This design comes from an exercise in tuning for small area and a short achievable clock period on the open sky130 flow, not from production work. In this exercise RTL edits were held to simulation tests only and were not proved equivalent to the original. No activity file was given, so power comes from the tool's default toggle rates.

==> design.v <==
package pio_pkg;
  typedef union packed {
    struct packed {
      logic [2:0] op;
      logic [4:0] delay;
      logic [2:0] op1;           
      logic [4:0] op2;           
    } gen;
    struct packed {
      logic [2:0] op;
      logic [4:0] delay;
      logic [2:0] dest;
      logic [1:0] mov_op;        
      logic [2:0] mov_src;
    } mov;
  } instr_t;
endpackage
module sm_exec (
  input  logic                   clk,
  input  logic                   rst_n,
  input  logic                   en,
  input  logic [15:0]            instr,
  input  logic [32-1:0] input_pins,
  input  logic                   empty,
  input  logic                   full,
  input  logic                   jmp_pin,
  input  logic [4:0]             pins_in_base,
  input  logic [4:0]             osr_threshold,
  input  logic [32-1:0] din,
  output logic                   push,
  output logic                   pull,
  output logic [32-1:0] dout,
  input  logic [32-1:0]  bus_x,
  input  logic [32-1:0]  bus_y,
  input  logic [32-1:0]  bus_isr,
  input  logic [6-1:0] bus_isr_count,
  input  logic [32-1:0]  bus_osr,
  input  logic [6-1:0] bus_osr_count,
  input  logic [32-1:0]  bus_out_data,
  output logic [32-1:0]  bus_new_val,
  output logic [4:0]              bus_shift_n,
  output logic                    bus_wr_x,
  output logic                    bus_wr_y,
  output logic                    bus_dec_x,
  output logic                    bus_dec_y,
  output logic                    bus_wr_isr,
  output logic                    bus_shift_isr,
  output logic                    bus_wr_osr,
  output logic                    bus_shift_osr,
  output logic                    bus_wr_pc,
  output logic                    bus_advance,
  output logic                    bus_wr_out_pins,
  output logic                    bus_wr_out_dirs,
  output logic                    bus_wr_set_pins,
  output logic                    bus_wr_set_dirs
);
  pio_pkg::instr_t           iw;
  logic [4:0]                delay_cnt;
  logic                      waiting, fire, jmp_take;
  logic [4:0]                rel_pin;
  logic [2:0]                src_sel;
  logic [2*32-1:0]  pins_dbl;
  logic [32-1:0]    in_pins, src_val, mov_val, op2_ext;
  function automatic logic [32-1:0] bit_op(input logic [32-1:0] v,
                                                    input logic [1:0] op);
    logic [32-1:0] r;
    r = v;
    if (op == 2'd1) r = ~v;
    else if (op == 2'd2) begin
      for (int i = 0; i < 32; i++) begin
        r[i] = v[32-1-i];
      end
    end
    bit_op = r;
  endfunction
  assign iw       = instr;
  assign pins_dbl = {input_pins, input_pins} >> pins_in_base;
  assign in_pins  = pins_dbl[32-1:0];       
  assign rel_pin  = pins_in_base + iw.gen.op2;
  assign op2_ext  = {{(32-5){1'b0}}, iw.gen.op2};
  assign src_sel  = (iw.gen.op == 3'd5) ? iw.mov.mov_src : iw.gen.op1;
  assign mov_val  = bit_op(src_val, iw.mov.mov_op);
  assign fire     = en && (delay_cnt == '0) && !waiting;
  assign bus_shift_n = iw.gen.op2;
  assign bus_advance = fire && !bus_wr_pc;
  assign dout     = push ? bus_isr : '0;
  always_comb begin
    case (src_sel)
      3'd0: src_val = in_pins;
      3'd1:    src_val = bus_x;
      3'd2:    src_val = bus_y;
      3'd6:  src_val = bus_isr;
      3'd7:  src_val = bus_osr;
      default:   src_val = '0;                       
    endcase
  end
  always_comb begin
    case (iw.gen.op1)
      3'd0:    jmp_take = 1'b1;
      3'd1:    jmp_take = (bus_x == '0);
      3'd2:    jmp_take = (bus_x != '0);              
      3'd3:    jmp_take = (bus_y == '0);
      3'd4:    jmp_take = (bus_y != '0);              
      3'd5:    jmp_take = (bus_x != bus_y);
      3'd6:    jmp_take = jmp_pin;
      default: jmp_take = (bus_osr_count < {1'b0, osr_threshold});  
    endcase
  end
  always_comb begin
    waiting = 1'b0;
    if (iw.gen.op == 3'd1) begin
      if (iw.gen.op1[1:0] == 2'd0) waiting = (input_pins[iw.gen.op2] != iw.gen.op1[2]);
      else if (iw.gen.op1[1:0] == 2'd1) waiting = (input_pins[rel_pin] != iw.gen.op1[2]);
    end else if (iw.gen.op == 3'd4) begin
      waiting = iw.gen.op1[0] && (iw.gen.op1[2] ? empty : full);
    end
  end
  always_comb begin
    bus_new_val = '0;
    {bus_wr_x, bus_wr_y, bus_dec_x, bus_dec_y} = '0;
    {bus_wr_isr, bus_shift_isr, bus_wr_osr, bus_shift_osr, bus_wr_pc} = '0;
    {bus_wr_out_pins, bus_wr_out_dirs, bus_wr_set_pins, bus_wr_set_dirs} = '0;
    push = 1'b0;
    pull = 1'b0;
    if (fire) begin
      case (iw.gen.op)
        3'd0: begin
          bus_new_val = op2_ext;
          bus_wr_pc   = jmp_take;
          bus_dec_x   = (iw.gen.op1 == 3'd2) && (bus_x != '0);
          bus_dec_y   = (iw.gen.op1 == 3'd4) && (bus_y != '0);
        end
        3'd2: begin
          bus_new_val   = src_val;
          bus_shift_isr = (src_sel != 3'd4) && (src_sel != 3'd5);
        end
        3'd3: begin
          bus_new_val   = bus_out_data;
          bus_shift_osr = 1'b1;
          bus_wr_out_pins = (iw.gen.op1 == 3'd0);
          bus_wr_x        = (iw.gen.op1 == 3'd1);
          bus_wr_y        = (iw.gen.op1 == 3'd2);
          bus_wr_out_dirs = (iw.gen.op1 == 3'd4);
          bus_wr_pc       = (iw.gen.op1 == 3'd5);
          bus_wr_isr      = (iw.gen.op1 == 3'd6);
        end
        3'd4: begin
          if (!iw.gen.op1[2]) begin
            bus_wr_isr = 1'b1;                        
            push       = !full;
          end else begin
            bus_wr_osr  = 1'b1;
            pull        = !empty;
            bus_new_val = empty ? bus_x : din;        
          end
        end
        3'd5: begin
          bus_new_val     = mov_val;
          bus_wr_out_pins = (iw.mov.dest == 3'd0);
          bus_wr_x        = (iw.mov.dest == 3'd1);
          bus_wr_y        = (iw.mov.dest == 3'd2);
          bus_wr_pc       = (iw.mov.dest == 3'd5);
          bus_wr_isr      = (iw.mov.dest == 3'd6);
          bus_wr_osr      = (iw.mov.dest == 3'd7);
        end
        3'd7: begin
          bus_new_val     = op2_ext;
          bus_wr_set_pins = (iw.gen.op1 == 3'd0);
          bus_wr_x        = (iw.gen.op1 == 3'd1);
          bus_wr_y        = (iw.gen.op1 == 3'd2);
          bus_wr_set_dirs = (iw.gen.op1 == 3'd4);
        end
        default: ;                                    
      endcase
    end
  end
  always_ff @(posedge clk or negedge rst_n) begin
    if (!rst_n) begin
      delay_cnt <= '0;
    end else if (en) begin
      if (delay_cnt != '0) delay_cnt <= delay_cnt - 1'b1;
      else if (fire) delay_cnt <= iw.gen.delay;       
    end
  end
endmodule
module sm_pc (
  input  logic                   clk,
  input  logic                   rst_n,
  input  logic [4:0]             pend,
  input  logic [4:0]             wrap_target,
  input  logic [32-1:0]  bus_new_val,
  input  logic                    bus_wr_pc,
  input  logic                    bus_advance,
  output logic [5-1:0] pc
);
  always_ff @(posedge clk or negedge rst_n) begin
    if (!rst_n) begin
      pc <= '0;
    end else if (bus_wr_pc) begin
      pc <= bus_new_val[5-1:0];           
    end else if (bus_advance) begin
      pc <= (pc == pend) ? wrap_target : pc + 1'b1;
    end
  end
endmodule
module sm_scratch (
  input  logic       clk,
  input  logic       rst_n,
  input  logic [32-1:0]  bus_new_val,
  input  logic                    bus_wr_x,
  input  logic                    bus_wr_y,
  input  logic                    bus_dec_x,
  input  logic                    bus_dec_y,
  output logic [32-1:0]  bus_x,
  output logic [32-1:0]  bus_y
);
  logic [32-1:0] regs [2];                 
  logic [1:0]             wr, dec;
  assign wr  = {bus_wr_y, bus_wr_x};
  assign dec = {bus_dec_y, bus_dec_x};
  always_ff @(posedge clk or negedge rst_n) begin
    if (!rst_n) begin
      for (int i = 0; i < 2; i++) begin
        regs[i] <= '0;
      end
    end else begin
      for (int i = 0; i < 2; i++) begin
        if (wr[i]) regs[i] <= bus_new_val;
        else if (dec[i]) regs[i] <= regs[i] - 1'b1;
      end
    end
  end
  assign bus_x = regs[0];
  assign bus_y = regs[1];
endmodule
module sm_shift_in (
  input  logic        clk,
  input  logic        rst_n,
  input  logic        in_shift_dir,                 
  input  logic [32-1:0]  bus_new_val,
  input  logic [4:0]              bus_shift_n,
  input  logic                    bus_wr_isr,
  input  logic                    bus_shift_isr,
  output logic [32-1:0]  bus_isr,
  output logic [6-1:0] bus_isr_count
);
  logic [6-1:0]  n;
  logic [6:0]    sum;
  logic [2*32-1:0] left_cat, right_cat;
  assign n   = (bus_shift_n == '0) ? 6'(32) : {1'b0, bus_shift_n};
  assign sum = bus_isr_count + n;
  assign left_cat  = {bus_isr, bus_new_val << (32 - n)} << n;
  assign right_cat = {bus_new_val, bus_isr} >> n;
  always_ff @(posedge clk or negedge rst_n) begin
    if (!rst_n) begin
      bus_isr       <= '0;
      bus_isr_count <= '0;
    end else if (bus_wr_isr) begin
      bus_isr       <= bus_new_val;
      bus_isr_count <= '0;
    end else if (bus_shift_isr) begin
      bus_isr       <= in_shift_dir ? right_cat[32-1:0]
                                    : left_cat[2*32-1:32];
      bus_isr_count <= (sum > 32) ? 6'(32)
                                           : sum[6-1:0];
    end
  end
endmodule
module sm_shift_out (
  input  logic         clk,
  input  logic         rst_n,
  input  logic         out_shift_dir,               
  input  logic [32-1:0]  bus_new_val,
  input  logic [4:0]              bus_shift_n,
  input  logic                    bus_wr_osr,
  input  logic                    bus_shift_osr,
  output logic [32-1:0]  bus_osr,
  output logic [6-1:0] bus_osr_count,
  output logic [32-1:0]  bus_out_data
);
  logic [6-1:0]  n;
  logic [6:0]    sum;
  logic [2*32-1:0] shl, shr, mask_wide;
  assign n   = (bus_shift_n == '0) ? 6'(32) : {1'b0, bus_shift_n};
  assign sum = bus_osr_count + n;
  assign shl       = {{32{1'b0}}, bus_osr} << n;   
  assign shr       = {bus_osr, {32{1'b0}}} >> n;
  assign mask_wide = ({{(2*32-1){1'b0}}, 1'b1} << n) - 1'b1;
  assign bus_out_data = out_shift_dir ? (bus_osr & mask_wide[32-1:0])
                                      : shl[2*32-1:32];
  always_ff @(posedge clk or negedge rst_n) begin
    if (!rst_n) begin
      bus_osr       <= '0;
      bus_osr_count <= 6'(32);   
    end else if (bus_wr_osr) begin
      bus_osr       <= bus_new_val;
      bus_osr_count <= '0;
    end else if (bus_shift_osr) begin
      bus_osr       <= out_shift_dir ? shr[2*32-1:32]
                                     : shl[32-1:0];
      bus_osr_count <= (sum > 32) ? 6'(32)
                                           : sum[6-1:0];
    end
  end
endmodule
module sm_pins (
  input  logic                   clk,
  input  logic                   rst_n,
  input  logic [4:0]             pins_out_base,
  input  logic [5:0]             pins_out_count,
  input  logic [4:0]             pins_set_base,
  input  logic [2:0]             pins_set_count,
  input  logic [32-1:0]  bus_new_val,
  input  logic                    bus_wr_out_pins,
  input  logic                    bus_wr_out_dirs,
  input  logic                    bus_wr_set_pins,
  input  logic                    bus_wr_set_dirs,
  output logic [32-1:0] output_pins,
  output logic [32-1:0] pin_directions
);
  logic                     set_sel;
  logic [4:0]               base;
  logic [5:0]               count;
  logic [2*32-1:0] mask_wide, mask_rot, data_rot;
  logic [32-1:0]   wmask, wdata;
  assign set_sel   = bus_wr_set_pins || bus_wr_set_dirs;
  assign base      = set_sel ? pins_set_base : pins_out_base;
  assign count     = set_sel ? {3'b000, pins_set_count} : pins_out_count;
  assign mask_wide = ({{(2*32-1){1'b0}}, 1'b1} << count) - 1'b1;
  assign mask_rot  = {mask_wide[32-1:0], mask_wide[32-1:0]} << base;
  assign data_rot  = {bus_new_val, bus_new_val} << base;
  assign wmask     = mask_rot[2*32-1:32];
  assign wdata     = data_rot[2*32-1:32];
  always_ff @(posedge clk or negedge rst_n) begin
    if (!rst_n) begin
      output_pins    <= '0;
      pin_directions <= '0;
    end else begin
      if (bus_wr_out_pins || bus_wr_set_pins)
        output_pins <= (output_pins & ~wmask) | (wdata & wmask);
      if (bus_wr_out_dirs || bus_wr_set_dirs)
        pin_directions <= (pin_directions & ~wmask) | (wdata & wmask);
    end
  end
endmodule
module pio_sm_top (
  input  logic                   clk,
  input  logic                   rst_n,
  input  logic                   en,                
  input  logic [15:0]            instr,
  input  logic [32-1:0] input_pins,
  input  logic [32-1:0] din,               
  input  logic                   empty,
  input  logic                   full,
  input  logic                   jmp_pin,
  input  logic [4:0]             pend,
  input  logic [4:0]             wrap_target,
  input  logic [4:0]             pins_out_base,
  input  logic [5:0]             pins_out_count,
  input  logic [4:0]             pins_set_base,
  input  logic [2:0]             pins_set_count,
  input  logic [4:0]             pins_in_base,
  input  logic                   out_shift_dir,     
  input  logic                   in_shift_dir,      
  input  logic [4:0]             osr_threshold,
  output logic [5-1:0] pc,
  output logic                   push,
  output logic                   pull,
  output logic [32-1:0] dout,              
  output logic [32-1:0] output_pins,
  output logic [32-1:0] pin_directions
);
  logic [32-1:0]  bus_new_val;
  logic [4:0]              bus_shift_n;
  logic                    bus_wr_x;
  logic                    bus_wr_y;
  logic                    bus_dec_x;
  logic                    bus_dec_y;
  logic                    bus_wr_isr;
  logic                    bus_shift_isr;
  logic                    bus_wr_osr;
  logic                    bus_shift_osr;
  logic                    bus_wr_pc;
  logic                    bus_advance;
  logic                    bus_wr_out_pins;
  logic                    bus_wr_out_dirs;
  logic                    bus_wr_set_pins;
  logic                    bus_wr_set_dirs;
  logic [32-1:0]  bus_x;
  logic [32-1:0]  bus_y;
  logic [32-1:0]  bus_isr;
  logic [6-1:0] bus_isr_count;
  logic [32-1:0]  bus_osr;
  logic [6-1:0] bus_osr_count;
  logic [32-1:0]  bus_out_data;
  sm_exec u_exec (
    .clk           (clk),
    .rst_n         (rst_n),
    .en            (en),
    .instr         (instr),
    .input_pins    (input_pins),
    .empty         (empty),
    .full          (full),
    .jmp_pin       (jmp_pin),
    .pins_in_base  (pins_in_base),
    .osr_threshold (osr_threshold),
    .din           (din),
    .push          (push),
    .pull          (pull),
    .dout          (dout),
    .bus_new_val   (bus_new_val),
    .bus_shift_n   (bus_shift_n),
    .bus_wr_x      (bus_wr_x),
    .bus_wr_y      (bus_wr_y),
    .bus_dec_x     (bus_dec_x),
    .bus_dec_y     (bus_dec_y),
    .bus_wr_isr    (bus_wr_isr),
    .bus_shift_isr (bus_shift_isr),
    .bus_wr_osr    (bus_wr_osr),
    .bus_shift_osr (bus_shift_osr),
    .bus_wr_pc     (bus_wr_pc),
    .bus_advance   (bus_advance),
    .bus_wr_out_pins(bus_wr_out_pins),
    .bus_wr_out_dirs(bus_wr_out_dirs),
    .bus_wr_set_pins(bus_wr_set_pins),
    .bus_wr_set_dirs(bus_wr_set_dirs),
    .bus_x         (bus_x),
    .bus_y         (bus_y),
    .bus_isr       (bus_isr),
    .bus_isr_count (bus_isr_count),
    .bus_osr       (bus_osr),
    .bus_osr_count (bus_osr_count),
    .bus_out_data  (bus_out_data)
  );
  sm_pc u_pc (
    .clk         (clk),
    .rst_n       (rst_n),
    .pend        (pend),
    .wrap_target (wrap_target),
    .bus_new_val   (bus_new_val),
    .bus_wr_pc     (bus_wr_pc),
    .bus_advance   (bus_advance),
    .pc          (pc)
  );
  sm_scratch u_scratch (
    .clk          (clk),
    .rst_n        (rst_n),
    .bus_new_val   (bus_new_val),
    .bus_wr_x      (bus_wr_x),
    .bus_wr_y      (bus_wr_y),
    .bus_dec_x     (bus_dec_x),
    .bus_dec_y     (bus_dec_y),
    .bus_x         (bus_x),
    .bus_y         (bus_y)
  );
  sm_shift_in u_isr (
    .clk          (clk),
    .rst_n        (rst_n),
    .in_shift_dir (in_shift_dir),
    .bus_new_val   (bus_new_val),
    .bus_shift_n   (bus_shift_n),
    .bus_wr_isr    (bus_wr_isr),
    .bus_shift_isr (bus_shift_isr),
    .bus_isr       (bus_isr),
    .bus_isr_count (bus_isr_count)
  );
  sm_shift_out u_osr (
    .clk           (clk),
    .rst_n         (rst_n),
    .out_shift_dir (out_shift_dir),
    .bus_new_val   (bus_new_val),
    .bus_shift_n   (bus_shift_n),
    .bus_wr_osr    (bus_wr_osr),
    .bus_shift_osr (bus_shift_osr),
    .bus_osr       (bus_osr),
    .bus_osr_count (bus_osr_count),
    .bus_out_data  (bus_out_data)
  );
  sm_pins u_pins (
    .clk            (clk),
    .rst_n          (rst_n),
    .pins_out_base  (pins_out_base),
    .pins_out_count (pins_out_count),
    .pins_set_base  (pins_set_base),
    .pins_set_count (pins_set_count),
    .bus_new_val   (bus_new_val),
    .bus_wr_out_pins(bus_wr_out_pins),
    .bus_wr_out_dirs(bus_wr_out_dirs),
    .bus_wr_set_pins(bus_wr_set_pins),
    .bus_wr_set_dirs(bus_wr_set_dirs),
    .output_pins    (output_pins),
    .pin_directions (pin_directions)
  );
endmodule
==> run.sh <==
#!/bin/bash
# synth_recipe.tcl (not shown) runs the flow's synth.tcl, then flattens the netlist and writes it again
# the make line also repeats each setting of config.mk as NAME=value (left out here)
make -C /OpenROAD-flow-scripts/flow DESIGN_CONFIG=/design/flow/config.mk WORK_HOME=/design/flow/orfs CLKGATE_MAP_FILE= SYNTH_SCRIPT=/design/flow/synth_recipe.tcl finish
==> config.mk <==
export PLATFORM = sky130hd
export DESIGN_NAME = pio_sm_top
export DESIGN_NICKNAME = pio_sm_top
export VERILOG_FILES = /design/flow/design.v
export SDC_FILE = /design/flow/constraint.sdc
export NUM_CORES = 4
export LEC_CHECK = 0
export CAP_MARGIN = 40
export CORE_MARGIN = 2
export CORE_UTILIZATION = 30
export PLACE_DENSITY = 0.5
export SLEW_MARGIN = 40
==> constraint.sdc <==
create_clock -name core_clock -period 11.0 [get_ports {clk}]
set_input_delay 2.2000 -clock core_clock [delete_from_list [all_inputs] [get_ports {clk}]]
set_output_delay 2.2000 -clock core_clock [all_outputs]
set_load 0.01 [all_outputs]
==> notes.md <==
-- cells in the mapped netlist (56+ instances only) --
cell,n,area share (%)
a211oi_1,92,1.8
a21oi_1,399,5.1
a221oi_1,57,1.3
a22oi_1,70,1.3
a31oi_1,62,0.99
and2_1,91,1.5
buf_1,83,0.80
buf_2,70,0.89
clkbuf_1,339,3.2
dfrtp_1,207,13
inv_1,56,0.54
mux2_2,132,3.8
mux2i_1,407,10
mux4_2,61,3.5
nand2_1,649,6.2
nand3_1,129,1.6
nor2_1,582,5.6
nor3_1,142,1.8
o211ai_1,98,1.9
o21ai_0,439,5.6
o22ai_1,84,1.3
xor2_1,72,1.6
-- cells in the final DEF (no fill, tap or decap), types with 90 or more instances in the layout --
cell type / instances
mux2i_1: 398
buf_4: 229
a21oi_1: 395
nand3_1: 128
o211ai_1: 98
mux2_2: 131
nor3_1: 138
dfrtp_1: 206
clkdlybuf4s50_1: 219
o21ai_0: 431
nand2_1: 642
a211oi_1: 90
nor2_1: 563
-- cells by family (layout without fill, tap and decap cells) --
logic type / count (synthesis) / count (layout)
AND/OR/NAND/NOR: 1968 / 1968
AO/OA/AOI/OAI: 1953 / 1953
multiplexers: 621 / 621
buffers and inverters: 596 / 577
flip-flops: 208 / 208
XOR/XNOR: 119 / 119
adder cells (fa/ha/maj): 31 / 31
other: 0 / 19
-- critical path, cell delays in order --
cell and delay, ns:
clkdlybuf4s50_1 0.73, ha_1 0.39, fa_1 0.74, mux4_2 0.57, mux4_2 0.47, mux2i_1 0.37, a211o_1 0.20, and3b_1 0.19
o21ai_2 0.27, nor4_1 0.82, clkdlybuf4s50_1 0.69
-- final timing paths --
check | start | to | slack, ns | cells after the start
setup / recovery | pins_in_base[0] | pull | 1.15 | 11
hold / removal | u_osr.bus_osr_count[5]$_DFFE_PN1P_ | u_osr.bus_osr_count[5]$_DFFE_PN1P_ | 0.50 | 2
setup reg to reg | u_exec.delay_cnt[0]$_DFFE_PN0P_ | u_isr.bus_isr[5]$_DFFE_PN0P_ | 4.01 | 18
hold reg to reg | u_osr.bus_osr_count[5]$_DFFE_PN1P_ | u_osr.bus_osr_count[5]$_DFFE_PN1P_ | 0.50 | 2
max in group asynchronous | rst_n | u_osr.bus_osr[31]$_DFFE_PN0P_ | 8.10 | 3
min in group asynchronous | rst_n | asynchronous set/reset pin | 1.45 | 1
-- metal layers --
| layer | global-route usage, % | vias up | wire [um] |
|---|---|---|---|
| met3 | 15.1 | 1155 | 37600 |
| met2 | 58.7 | 4196 | 114000 |
| met1 | 51.2 | 24698 | 109000 |
| li1 | - | 20836 | - |
| met5 | 0.363 | - | 145 |
| met4 | 30.7 | 16 | 26400 |
-- report_power, final --
group / total, mW / internal [mW] / switching (mW)
registers: 1.37 / 0.885 / 0.489
logic: 2.87 / 0.942 / 1.93
clock network: 1.04 / 0.628 / 0.413
-- area by class of cell --
cell class | count | area, sq um
Tap cell | 1742 | 2180
Sequential cell | 208 | 5210
Multi-Input combinational cell | 4692 | 31800
Fill cell | 14144 | 84900
Clock buffer | 39 | 802
Inverter | 62 | 246
Timing Repair Buffer | 464 | 4090
Clock inverter | 12 | 224
Antenna cell | 19 | 47.5
-- metrics by stage --
| stage | total power [mW] | util, % | instance area (sq um) | hold slack [ns] |
|---|---|---|---|---|
| 2_1_floorplan | 2.71 | - | 39200 | 0.468 |
| 3_3_place_gp | 4.03 | 33.4 | 43200 | 0.485 |
| 3_5_place_dp | 4.04 | 33.5 | 43400 | 0.493 |
| 4_1_cts | 5.08 | 34.3 | 44400 | 0.503 |
| 5_1_grt | 5.38 | 34.4 | 44500 | 0.528 |
| 6_report | 5.28 | 34.4 | 44600 | 0.496 |
==> impl_metrics.toml <==
[timing]
fin_skew_ns = 0.0539
max_freq_mhz = 101
maxSlewViolCount = 0
tns_ns = 0
setup_violations = 0
hold_viol = 0
min_period_ns = 9.85
rsz0062_at_grt = "no"
post-route-period-util_pct = 89.6
layout_setup_ws_ns = 1.15
relSlewSlack_pct = 29.0
worst_pin_slew_ns = 1.06

[floorplan]
initial_utilization_pct = 30.3
die_h_um = 365
rows = 132
design.core.area_sq_um = 129000
dieArea_sq_um = 133000
die_x_um = 365
num_io_pins = 230

[clocking]
post_cts_resize_count = 0
cts.sinks = 208
clk_pin_slew_ns = 0.06
h-tree-depth = 1
ctsRootBufferMaster = "clkbuf_16"
hold_buffers = 0
cts_tree = "yes"
insertion_delay_ns = 0.63
clockBufferDepth = 3
cts_buffers = 28
post_cts_buffers = 0

[status]
outcome = "complete, no violations"

[synth]
ys_async_sr_fraction_pct = 100
seq_area_frac_synth_pct = 13.3
synth_seq_cells = 208
synthSimpleGateAreaFrac_pct = 23.5
synthCells = 5496
synth_xor_area_share_pct = 2.66
synth.avg_cell_area_sq_um = 7.13
synth_nets = 5650
ys_types = 141
synthFlopType = "dfrtp_1"
synthMuxAreaShare_pct = 18.4
yosys_warnings = 7
synth_top_family_by_area = "compound AO/OA/AOI/OAI gates"
synth_edf_count = 0
synth_compound_area_share_pct = 34.5
netlist_area_sq_um = 39200
synthAdderAreaFrac_pct = 1.00

[pwr]
power.leakage_nw = 17.1
ir_drop_mv = 0.136
pwr_density_cell_nw_per_um2 = 119

[route]
ant_nets = 0
drt-pass1-iter-count = 7
via_per_inst = 7.03
drt_wl_total_mm = 287
drc = 0
vias = 50901
drt-initial-drc-count = 8037
post_drt_wl_per_cell_um = 39.7

[grt]
antenna_found_initial = 28
grt_pass1_vias = 46954
grt-ovfl-total = 0
grt_pass1_wl_mm = 391
grt_max_degree = 115
track_usage_pct = 41.5

[min_path]
hp-class = "register to register"

[setup_path]
critPathKind = "input port to output port"
path_max_fanout = 11
cp.required_ns = 8.80
worstPathArrival_ns = 7.65
start_kind = "input port"
crit_path_end_kind = "output port"

[placed_design]
io_buffers = 229
dpl.hpwl_mm = 219
gp_congestion = 1.15
dpl.cell_count = 7165
pre_cts_ws_ns = 1.33

[final_layout]
final_cells = 7238
area_growth_syn_to_layout_pct = 13.7
layout-drive-gt1-share_pct = 13.4
nNetsFinal = 5610

[flow_run]
drv_cap = 0

## separate check: timing with driven ports
In the flow no input, the clock included, has a driving cell. The finished layout below was timed again as built, in two steps. Step 1 assumes that a clkbuf_16 drives the clock port and a buf_2 every other input. Step 2, shift: input delay + t, output delay - t, t = (earliest + latest rising clock arrival at the registers) / 2. This alone moves slack from input paths to output paths. Three values: no drivers, after step 1, after step 2; two values: the first two.
shift t [ns]: 0.679
setup slack, ns: 1.146 / 1.124 / 1.124
latest minus earliest clock arrival (ns): 0.054 / 0.054
worst register clock-pin slew, ns: 0.07 / 0.07
pins driven straight from the clock port: 1
After both steps setup and hold are still met in this run. The setup slack of this run moves by -0.022 ns with the drivers and by -0.022 ns with both steps.
